Background: an optimization exercise with open tools, aiming at small area and a short achievable clock period. Do not read the settings as production practice. Function was checked by simulation only, so behaviour that the tests miss may differ from the original.

==> design/flow/config.mk <==
export PLATFORM = sky130hd
export DESIGN_NAME = pst_brain_core
export DESIGN_NICKNAME = pst_brain_core
export VERILOG_FILES = /design/flow/design.v
export SDC_FILE = /design/flow/constraint.sdc
export NUM_CORES = 4
export LEC_CHECK = 0
export CAP_MARGIN = 20
export CORE_MARGIN = 2
export CORE_UTILIZATION = 40
export SLEW_MARGIN = 20
==> design/flow/run.sh <==
#!/bin/bash
# synth_recipe.tcl (not shown) runs the flow's synth.tcl, then flattens the netlist and writes it again
# the make line also repeats each setting of config.mk as NAME=value (left out here)
make -C /OpenROAD-flow-scripts/flow DESIGN_CONFIG=/design/flow/config.mk WORK_HOME=/design/flow/orfs CLKGATE_MAP_FILE= SYNTH_SCRIPT=/design/flow/synth_recipe.tcl finish
==> design/flow/constraint.sdc <==
create_clock -name core_clock -period 40.0 [get_ports {clk}]
set_input_delay 8.0000 -clock core_clock [delete_from_list [all_inputs] [get_ports {clk}]]
set_output_delay 8.0000 -clock core_clock [all_outputs]
set_load 0.01 [all_outputs]
==> design/flow/design.v <==
module pst_brain_core #(
  parameter logic [7:0] THRESHOLD    = 8'd200,
  parameter logic [7:0] PHASE_TOL    = 8'd20,
  parameter logic [7:0] ETA_LTP      = 8'd4,
  parameter logic [7:0] ETA_LTD      = 8'd2,
  parameter logic [2:0] W_SHIFT      = 3'd3,
  parameter logic [7:0] DECAY_PERIOD = 8'd2,
  parameter logic [7:0] ERR_WIN      = 8'd3,
  parameter logic [7:0] ERR_THR      = 8'd5,
  parameter logic [7:0] SLOT_A_INIT  = 8'd0,
  parameter logic [7:0] SLOT_B_INIT  = 8'd213
) (
  input  logic       clk,
  input  logic       rst,
  input  logic [7:0] cur0,
  input  logic [7:0] cur1,
  input  logic [7:0] cur2,
  input  logic [7:0] cur3,
  output logic [7:0] phase0,
  output logic [7:0] phase1,
  output logic [7:0] phase2,
  output logic [7:0] phase3,
  output logic [2:0] winner,
  output logic [7:0] winner_score,
  output logic [7:0] winner_rel,
  output logic [7:0] w_ab,
  output logic [7:0] w_ac,
  output logic [7:0] w_ad,
  output logic [7:0] w_bc,
  output logic [7:0] w_bd,
  output logic [7:0] w_cd,
  output logic [7:0] seq_slot_A,
  output logic [7:0] seq_slot_B,
  output logic       seq_force_valid,
  output logic [7:0] seq_force_pred,
  output logic [7:0] pred_out,
  output logic [7:0] pred_err,
  output logic       reward_out,
  output logic [2:0] gamma_cnt,
  output logic [2:0] theta_cnt,
  output logic       theta_tick,
  output logic       episode_last,
  output logic [2:0] ep_winner,
  output logic [3:0] ep_strength,
  output logic       ep_valid,
  output logic       exploit_mode,
  output logic       explore_mode,
  output logic [1:0] confidence_level,
  output logic       err_explore,
  output logic       delta_tick,
  output logic [2:0] topic_winner,
  output logic [2:0] topic_strength,
  output logic       topic_valid
);
  localparam logic [7:0] PERIOD = (DECAY_PERIOD == 8'd0) ? 8'd1 : DECAY_PERIOD;
  logic [7:0]  r_cnt;
  logic [15:0] r_acc    [4];
  logic [3:0]  r_spiked;
  logic [7:0]  r_ph_cur [4];
  logic [7:0]  r_phase  [4];
  logic [7:0]  r_w      [6];
  logic [2:0]  r_winner;
  logic [7:0]  r_win_score, r_win_rel, r_slot_a, r_slot_b, r_pred, r_pred_err;
  logic        r_reward, r_err_explore;
  logic [1:0]  r_rew_run, r_force_left, r_conf;
  logic [7:0]  r_err_run, r_dcnt;
  logic [2:0]  r_gamma_cnt, r_theta_cnt;
  logic [3:0]  r_win_cnt [6];
  logic [2:0]  r_ep_cnt  [6];
  logic        r_theta_tick, r_delta_tick, r_ep_valid, r_topic_valid;
  logic [2:0]  r_ep_winner, r_topic_winner, r_topic_strength;
  logic [3:0]  r_ep_strength;
  logic [7:0]  w_cur [4];
  logic [15:0] w_acc_sum [4];
  logic [3:0]  w_spiked_eff, w_fire;
  logic [7:0]  w_ph_fin [4];
  logic        w_gamma_end, w_explore;
  assign w_cur[0]    = cur0;
  assign w_cur[1]    = cur1;
  assign w_cur[2]    = cur2;
  assign w_cur[3]    = cur3;
  assign w_gamma_end = (r_cnt == 8'd255);
  assign w_explore   = (r_conf <= 2'd1) | r_err_explore;
  always_comb begin
    for (int c = 0; c < 4; c++) begin
      w_spiked_eff[c] = (r_cnt != 8'd0) && r_spiked[c];
      w_acc_sum[c]    = ((r_cnt == 8'd0) ? 16'd0 : r_acc[c]) + {8'd0, w_cur[c]};
      w_fire[c]       = !w_spiked_eff[c] && (w_acc_sum[c] >= {8'd0, THRESHOLD});
      if (w_spiked_eff[c])  w_ph_fin[c] = r_ph_cur[c];
      else if (w_fire[c])   w_ph_fin[c] = r_cnt;
      else                  w_ph_fin[c] = 8'd255;
    end
  end
  function automatic logic [1:0] pair_a(input int p);
    case (p)
      0, 1, 2: pair_a = 2'd0;
      3, 4:    pair_a = 2'd1;
      default: pair_a = 2'd2;
    endcase
  endfunction
  function automatic logic [1:0] pair_b(input int p);
    case (p)
      0:       pair_b = 2'd1;
      1, 3:    pair_b = 2'd2;
      default: pair_b = 2'd3;
    endcase
  endfunction
  logic [7:0] w_rel [6];
  logic [7:0] w_score [6];
  logic [5:0] w_coh;
  logic [7:0] v_a, v_b, v_diff;
  logic [2:0] v_bias;
  logic [9:0] v_sum;
  logic       v_valid;
  always_comb begin
    v_a = '0; v_b = '0; v_diff = '0; v_bias = '0; v_sum = '0; v_valid = 1'b0;
    w_coh = '0;
    for (int p = 0; p < 6; p++) begin
      v_a      = w_ph_fin[pair_a(p)];
      v_b      = w_ph_fin[pair_b(p)];
      v_diff   = (v_a > v_b) ? (v_a - v_b) : (v_b - v_a);
      v_valid  = (v_a != 8'd255) && (v_b != 8'd255);
      w_rel[p] = v_valid ? (8'd255 - v_diff) : 8'd0;
      w_coh[p] = v_valid && (v_diff <= PHASE_TOL);
      v_bias   = ((!w_explore && r_ep_valid && r_ep_winner == 3'(p)) ? 3'd4 : 3'd0) +
                 ((!w_explore && r_topic_valid && r_topic_winner == 3'(p)) ? 3'd2 : 3'd0);
      v_sum    = 10'(w_rel[p] >> 1) + 10'(r_w[p] >> W_SHIFT) + 10'(v_bias);
      w_score[p] = (v_sum > 10'd255) ? 8'd255 : v_sum[7:0];
    end
  end
  logic [2:0] w_winner;
  logic [7:0] w_best, w_best_rel;
  always_comb begin
    w_winner   = 3'd0;
    w_best     = w_score[0];
    w_best_rel = w_rel[0];
    for (int p = 1; p < 6; p++) begin
      if (w_score[p] > w_best) begin
        w_winner   = 3'(p);
        w_best     = w_score[p];
        w_best_rel = w_rel[p];
      end
    end
  end
  logic [7:0] w_pred, w_err, w_err_run;
  logic       w_reward, w_hi_err, w_decay_now;
  logic [1:0] w_rew_run;
  always_comb begin
    if (r_winner == 3'd0)      w_pred = r_slot_a;
    else if (r_winner == 3'd5) w_pred = r_slot_b;
    else                       w_pred = r_win_score;
    w_err       = (w_best > w_pred) ? (w_best - w_pred) : (w_pred - w_best);
    w_reward    = (w_err < ERR_THR);
    w_hi_err    = (w_err > ERR_THR);
    w_rew_run   = !w_reward ? 2'd0 : ((r_rew_run == 2'd2) ? 2'd2 : r_rew_run + 2'd1);
    w_err_run   = !w_hi_err ? 8'd0 : ((r_err_run == 8'd255) ? 8'd255 : r_err_run + 8'd1);
    w_decay_now = (r_dcnt >= PERIOD - 8'd1);
  end
  logic [7:0] w_w_next [6];
  logic [8:0] v_inc;
  always_comb begin
    v_inc = '0;
    for (int p = 0; p < 6; p++) begin
      w_w_next[p] = r_w[p];
      v_inc       = {1'b0, r_w[p]} + {1'b0, ETA_LTP};
      if (w_winner == 3'(p)) begin
        if (w_coh[p]) w_w_next[p] = (v_inc > 9'd240) ? 8'd240 : v_inc[7:0];
      end else if (w_decay_now) begin
        w_w_next[p] = (r_w[p] > ETA_LTD) ? (r_w[p] - ETA_LTD) : 8'd0;
      end
    end
  end
  logic [3:0] w_win_cnt_new [6];
  logic [2:0] w_ep_cnt_new  [6];
  logic [2:0] w_ep_win, w_topic_win, w_topic_str;
  logic [3:0] w_ep_str;
  logic [1:0] w_conf_new;
  always_comb begin
    for (int p = 0; p < 6; p++)
      w_win_cnt_new[p] = r_win_cnt[p] + ((w_winner == 3'(p)) ? 4'd1 : 4'd0);
    w_ep_win = 3'd0;
    w_ep_str = w_win_cnt_new[0];
    for (int p = 1; p < 6; p++)
      if (w_win_cnt_new[p] > w_ep_str) begin
        w_ep_win = 3'(p);
        w_ep_str = w_win_cnt_new[p];
      end
    for (int p = 0; p < 6; p++)
      w_ep_cnt_new[p] = r_ep_cnt[p] + ((w_ep_win == 3'(p)) ? 3'd1 : 3'd0);
    w_topic_win = 3'd0;
    w_topic_str = w_ep_cnt_new[0];
    for (int p = 1; p < 6; p++)
      if (w_ep_cnt_new[p] > w_topic_str) begin
        w_topic_win = 3'(p);
        w_topic_str = w_ep_cnt_new[p];
      end
    w_conf_new = r_conf;
    if (w_ep_str >= 4'd7)      w_conf_new = (r_conf == 2'd3) ? 2'd3 : r_conf + 2'd1;
    else if (w_ep_str <= 4'd5) w_conf_new = (r_conf == 2'd0) ? 2'd0 : r_conf - 2'd1;
  end
  always_ff @(posedge clk or posedge rst) begin
    if (rst) begin
      r_cnt <= '0; r_spiked <= '0;
      for (int c = 0; c < 4; c++) begin
        r_acc[c] <= '0; r_ph_cur[c] <= '0; r_phase[c] <= 8'd255;
      end
      for (int p = 0; p < 6; p++) begin
        r_w[p] <= 8'd128; r_win_cnt[p] <= '0; r_ep_cnt[p] <= '0;
      end
      r_winner <= '0; r_win_score <= '0; r_win_rel <= '0;
      r_slot_a <= SLOT_A_INIT; r_slot_b <= SLOT_B_INIT;
      r_pred <= '0; r_pred_err <= '0; r_reward <= 1'b0;
      r_rew_run <= '0; r_force_left <= '0; r_err_run <= '0; r_err_explore <= 1'b0;
      r_dcnt <= '0; r_gamma_cnt <= '0; r_theta_cnt <= '0; r_conf <= 2'd2;
      r_theta_tick <= 1'b0; r_delta_tick <= 1'b0; r_ep_valid <= 1'b0; r_topic_valid <= 1'b0;
      r_ep_winner <= '0; r_ep_strength <= '0; r_topic_winner <= '0; r_topic_strength <= '0;
    end else begin
      r_cnt        <= r_cnt + 8'd1;
      r_theta_tick <= 1'b0;
      r_delta_tick <= 1'b0;
      for (int c = 0; c < 4; c++) begin
        r_acc[c]    <= w_acc_sum[c];
        r_spiked[c] <= w_spiked_eff[c] | w_fire[c];
        if (w_fire[c]) r_ph_cur[c] <= r_cnt;
      end
      if (w_gamma_end) begin
        for (int c = 0; c < 4; c++) r_phase[c] <= w_ph_fin[c];
        for (int p = 0; p < 6; p++) r_w[p] <= w_w_next[p];
        r_winner    <= w_winner;
        r_win_score <= w_best;
        r_win_rel   <= w_best_rel;
        r_slot_a    <= w_score[0];
        r_slot_b    <= w_score[5];
        r_pred      <= w_pred;
        r_pred_err  <= w_err;
        r_reward    <= w_reward;
        r_rew_run   <= w_rew_run;
        if (w_rew_run == 2'd2)         r_force_left <= 2'd2;
        else if (r_force_left != 2'd0) r_force_left <= r_force_left - 2'd1;
        r_err_run <= w_err_run;
        if (w_reward)                    r_err_explore <= 1'b0;
        else if (w_err_run >= ERR_WIN)   r_err_explore <= 1'b1;
        r_dcnt      <= w_decay_now ? 8'd0 : r_dcnt + 8'd1;
        r_gamma_cnt <= r_gamma_cnt + 3'd1;
        if (r_gamma_cnt == 3'd7) begin
          for (int p = 0; p < 6; p++) r_win_cnt[p] <= '0;
          r_ep_winner   <= w_ep_win;
          r_ep_strength <= w_ep_str;
          r_ep_valid    <= 1'b1;
          r_conf        <= w_conf_new;
          r_theta_tick  <= 1'b1;
          if (r_theta_cnt == 3'd4) begin
            r_theta_cnt <= '0;
            for (int p = 0; p < 6; p++) r_ep_cnt[p] <= '0;
            r_topic_winner   <= w_topic_win;
            r_topic_strength <= w_topic_str;
            r_topic_valid    <= 1'b1;
            r_delta_tick     <= 1'b1;
          end else begin
            r_theta_cnt <= r_theta_cnt + 3'd1;
            for (int p = 0; p < 6; p++) r_ep_cnt[p] <= w_ep_cnt_new[p];
          end
        end else begin
          for (int p = 0; p < 6; p++) r_win_cnt[p] <= w_win_cnt_new[p];
        end
      end
    end
  end
  assign phase0 = r_phase[0];
  assign phase1 = r_phase[1];
  assign phase2 = r_phase[2];
  assign phase3 = r_phase[3];
  assign winner = r_winner;
  assign winner_score = r_win_score;
  assign winner_rel   = r_win_rel;
  assign w_ab = r_w[0];
  assign w_ac = r_w[1];
  assign w_ad = r_w[2];
  assign w_bc = r_w[3];
  assign w_bd = r_w[4];
  assign w_cd = r_w[5];
  assign seq_slot_A      = r_slot_a;
  assign seq_slot_B      = r_slot_b;
  assign seq_force_valid = (r_force_left != 2'd0);
  assign seq_force_pred  = seq_force_valid ? r_pred : 8'd0;
  assign pred_out        = r_pred;
  assign pred_err        = r_pred_err;
  assign reward_out      = r_reward;
  assign gamma_cnt       = r_gamma_cnt;
  assign theta_cnt       = r_theta_cnt;
  assign theta_tick      = r_theta_tick;
  assign episode_last    = (r_gamma_cnt == 3'd7);
  assign ep_winner       = r_ep_winner;
  assign ep_strength     = r_ep_strength;
  assign ep_valid        = r_ep_valid;
  assign exploit_mode    = (r_conf == 2'd3);
  assign explore_mode    = w_explore;
  assign confidence_level = r_conf;
  assign err_explore     = r_err_explore;
  assign delta_tick      = r_delta_tick;
  assign topic_winner    = r_topic_winner;
  assign topic_strength  = r_topic_strength;
  assign topic_valid     = r_topic_valid;
endmodule
==> notes.md <==
==> metal layers <==
metal	track usage, %	vias to the layer above
li1	-	12600
met1	35.3	12400
met2	36.8	733
met3	3.17	126
met4	6.41	0
met5	0	-
==> area by class of cell <==
| type | instances | area [sq um] | area share [%] |
|---|---|---|---|
| multi-input combinational | 2725 | 19100 | 57.4 |
| sequential | 322 | 8110 | 24.4 |
| timing repair buffer | 258 | 2450 | 7.34 |
| clock buffer | 61 | 1230 | 3.71 |
| tap | 950 | 1190 | 3.57 |
| inverter | 240 | 916 | 2.75 |
| clock inverter | 19 | 277 | 0.830 |
==> what timing repair did <==
action / 4_1_cts / 5_1_grt
setup endpoints to repair: 0 / 6
gates resized for setup: 0 / 35
setup buffers: 0 / 12
==> registers in the layout (all words and copies together), names as in the netlist, 4 cells and up <==
name,cells
r_pred,8
r_win_rel,8
r_ph_cur,32
r_slot_a,8
r_err_run,8
r_ep_cnt,18
r_slot_b,8
r_ep_strength,4
r_win_score,8
r_spiked,4
r_pred_err,8
r_phase,32
r_acc,64
r_cnt,8
r_win_cnt,24
r_w,42
r_dcnt,8
==> stage by stage <==
| step | instance area (sq um) | worst slack, ns | cells | utilization (%) |
|---|---|---|---|---|
| after floorplan | 28600 | 2.00 | 3436 | - |
| after global placement | 31600 | 0.619 | 4483 | 44.4 |
| after detailed placement | 31600 | -0.0442 | 4483 | 44.4 |
| after CTS | 33100 | 0.518 | 4563 | 46.5 |
| after global routing | 33300 | -0.0381 | 4575 | 46.8 |
| final | 33300 | 2.37 | 4575 | 46.8 |
==> worst reg2reg max path, delay by kind of cell, from the launching register on <==
kind | cells | cell delay (ns)
DFF | 1 | 0.54
adders and majority gates | 25 | 7.02
muxes | 13 | 4.29
AOI/OAI and AO/OA | 68 | 11.67
buffers and inverters | 13 | 2.31
and+or+nand+nor | 32 | 5.80
xor gates and xnor gates | 3 | 0.65
==> synth_stat cells, types with 14 or more instances <==
| library cell | instances |
|---|---|
| a211oi_1 | 21 |
| a21o_1 | 53 |
| a21oi_1 | 222 |
| a221oi_1 | 19 |
| a31oi_1 | 36 |
| and2_1 | 63 |
| and3_1 | 35 |
| clkbuf_1 | 124 |
| dfrtp_1 | 278 |
| dfstp_2 | 44 |
| fa_1 | 30 |
| ha_1 | 312 |
| inv_1 | 235 |
| mux2_2 | 57 |
| mux2i_1 | 55 |
| nand2_1 | 351 |
| nand2b_1 | 37 |
| nand3_1 | 102 |
| nand4_1 | 31 |
| nor2_1 | 264 |
| nor2b_1 | 53 |
| nor3_1 | 50 |
| nor4_1 | 22 |
| o211ai_1 | 23 |
| o21a_1 | 25 |
| o21ai_0 | 283 |
| o21ai_1 | 14 |
| o21bai_1 | 17 |
| o221ai_1 | 19 |
| o22ai_1 | 39 |
| o31ai_1 | 54 |
| or2_2 | 20 |
| or3_1 | 19 |
| xnor2_1 | 96 |
| xor2_1 | 59 |
==> worst paths after layout <==
kind                            cells after the start                end
worst max-delay path                              149  r_topic_winner[1]
worst min-delay path                                2        r_slot_b[2]
worst max register to register                    154  r_topic_winner[1]
worst min register to register                      2        r_slot_b[2]
max in group asynchronous                           3     r_ep_cnt[2][2]
min in group asynchronous                           2        r_acc[2][8]
==> kinds of logic (layout without fill, tap and decap cells) <==
family	count (synthesis)	count (layout)	share of synthesized area [%]
and+or+nand+nor	1098	1098	18.4
buffers and inverters	389	578	5.25
muxes	114	114	4.28
AOI/OAI and AO/OA	1004	1004	22.9
xor gates and xnor gates	155	155	4.75
other	1	6	0.0131
adders and majority gates	348	348	16.0
DFF	322	322	28.4
==> results.toml <==
[outcome]
status = "finished clean"

[layout]
layout-area-overhead-vs-synth_pct = 16.6
drive_gt1_share_pct = 9.02
fill_cells = 7009
final_cell_mix = "nand2_1 (348), ha_1 (312), o21ai_0 (278), dfrtp_1 (278), nor2_1 (264)"
final_common_cell = "nand2_1"
nets = 3966
antennaDiodeCount = 0

[clock_network]
root_buffer = "clkbuf_16"
cts_tree = "yes"
cts_sinks = 322
clk_latency_ns = 0.60
cts_buffers = 43
clock_path_buffers = 3
cts_hold_buffers = 0
clk_pin_slew_ns = 0.06
htree_levels = 2

[route]
wl_met3_um = 4930
firstDrtPassIters = 6
vias = 25900
post-route-drc-count = 0
met2_length_um = 38900
postRouteAntennaNets = 0
routed_via_density = 5.67
topRoutingLayerUsed = "met4"
wirelength_um = 89500
wl_per_cell_um = 19.6
first_iter_violations = 1991
wl_met1_um = 43300

[floorplanning]
ios = 204
row_count = 98
dieHeight_um = 271
start_util_pct = 40.2
die_w_um = 271
core_sq_um = 71100
dieArea_sq_um = 73600

[critical_path]
rr_startpoint = "r_cnt[1]"
critPathTopFamily = "compound AO/OA/AOI/OAI gates"
worstPathArrival_ns = 38.13
cp_common_cell = "ha_1"
r2r_setup_slack_ns = 7.64
slowest_stage = "a221o_2"
worst_setup_path_end_kind = "register"
crit_type = "in -> reg"
slowest_delay_ns = 0.49
worstSetupStartpointType = "primary input"
required_ns = 40.49
cp_max_fo = 19
cp-startpoint = "cur1[0]"
path_buf_inv = 12

[worst_hold_path]
min_from = "r_slot_b[2]"
hold_path_class = "reg -> reg"

[place]
gp_congestion = 0.965
post-dp-hpwl_um = 67900
portBuffers = 197

[yosys]
synthesis.area_sq_um = 28600
async_flop_share_pct = 100
synth-seq-area-share_pct = 28.4
ys_types = 105
syn_avg_cell_area_sq_um = 8.33
yosys_register_bits = 322
synth_edf_count = 0
ys.warnings.count = 15
yosysTopAreaCell = "dfrtp_1"
synth.area.top_cells = "dfrtp_1 (24%), ha_1 (14%), o21ai_0 (5.0%), nand2_1 (4.6%), dfstp_2 (4.0%)"
synth-main-ff-cell = "dfrtp_1"
synthCells = 3431
synthDominantCellAreaShare_pct = 24.3

[grt]
grt_util_all_layers_pct = 24.0
grt-ovfl-total = 0
grt_pass1_vias = 24800
grt_max_degree = 150
grt_first_pass_wirelength_um = 142000
antenna_found_initial = 0

[timing]
setup-tns-final_ns = 0
fmaxAchievable_mhz = 26.6
timing.final.crit_share_pct = 94.1
finalClockSkew_ns = 0.0346
period_minus_slack_ns = 37.63
holdWs_ns = 0.467
tightest_slew_ns = 0.993
setup_viol = 0
hold_viol_final = 0
drv_slew = 0
maxSlewHeadroom_pct = 33.2

[job]
drv_cap = 0

## re-timing with driven ports
The flow's constraints put no driver on any port. The routed layout listed below was extracted and timed again, unchanged, in two steps. Step 1, drivers: a clkbuf_16 drives clk and a buf_2 each remaining input, both assumed. Step 2 also shifts input and output timing later by t, the mid clock arrival at the registers, as if the neighbouring blocks saw the same clock. a / b / c = ideal / step 1 / step 2; a / b = the first two.
t, ns: 0.645
slack for setup (ns): 2.366 / 2.408 / 1.764
worst setup path after step 2: input to register
worst slew at a driven data input, ns: 0.03
After both steps this run still meets setup and hold. The setup slack of this run moves by +0.042 ns with the drivers and by -0.602 ns with both steps.
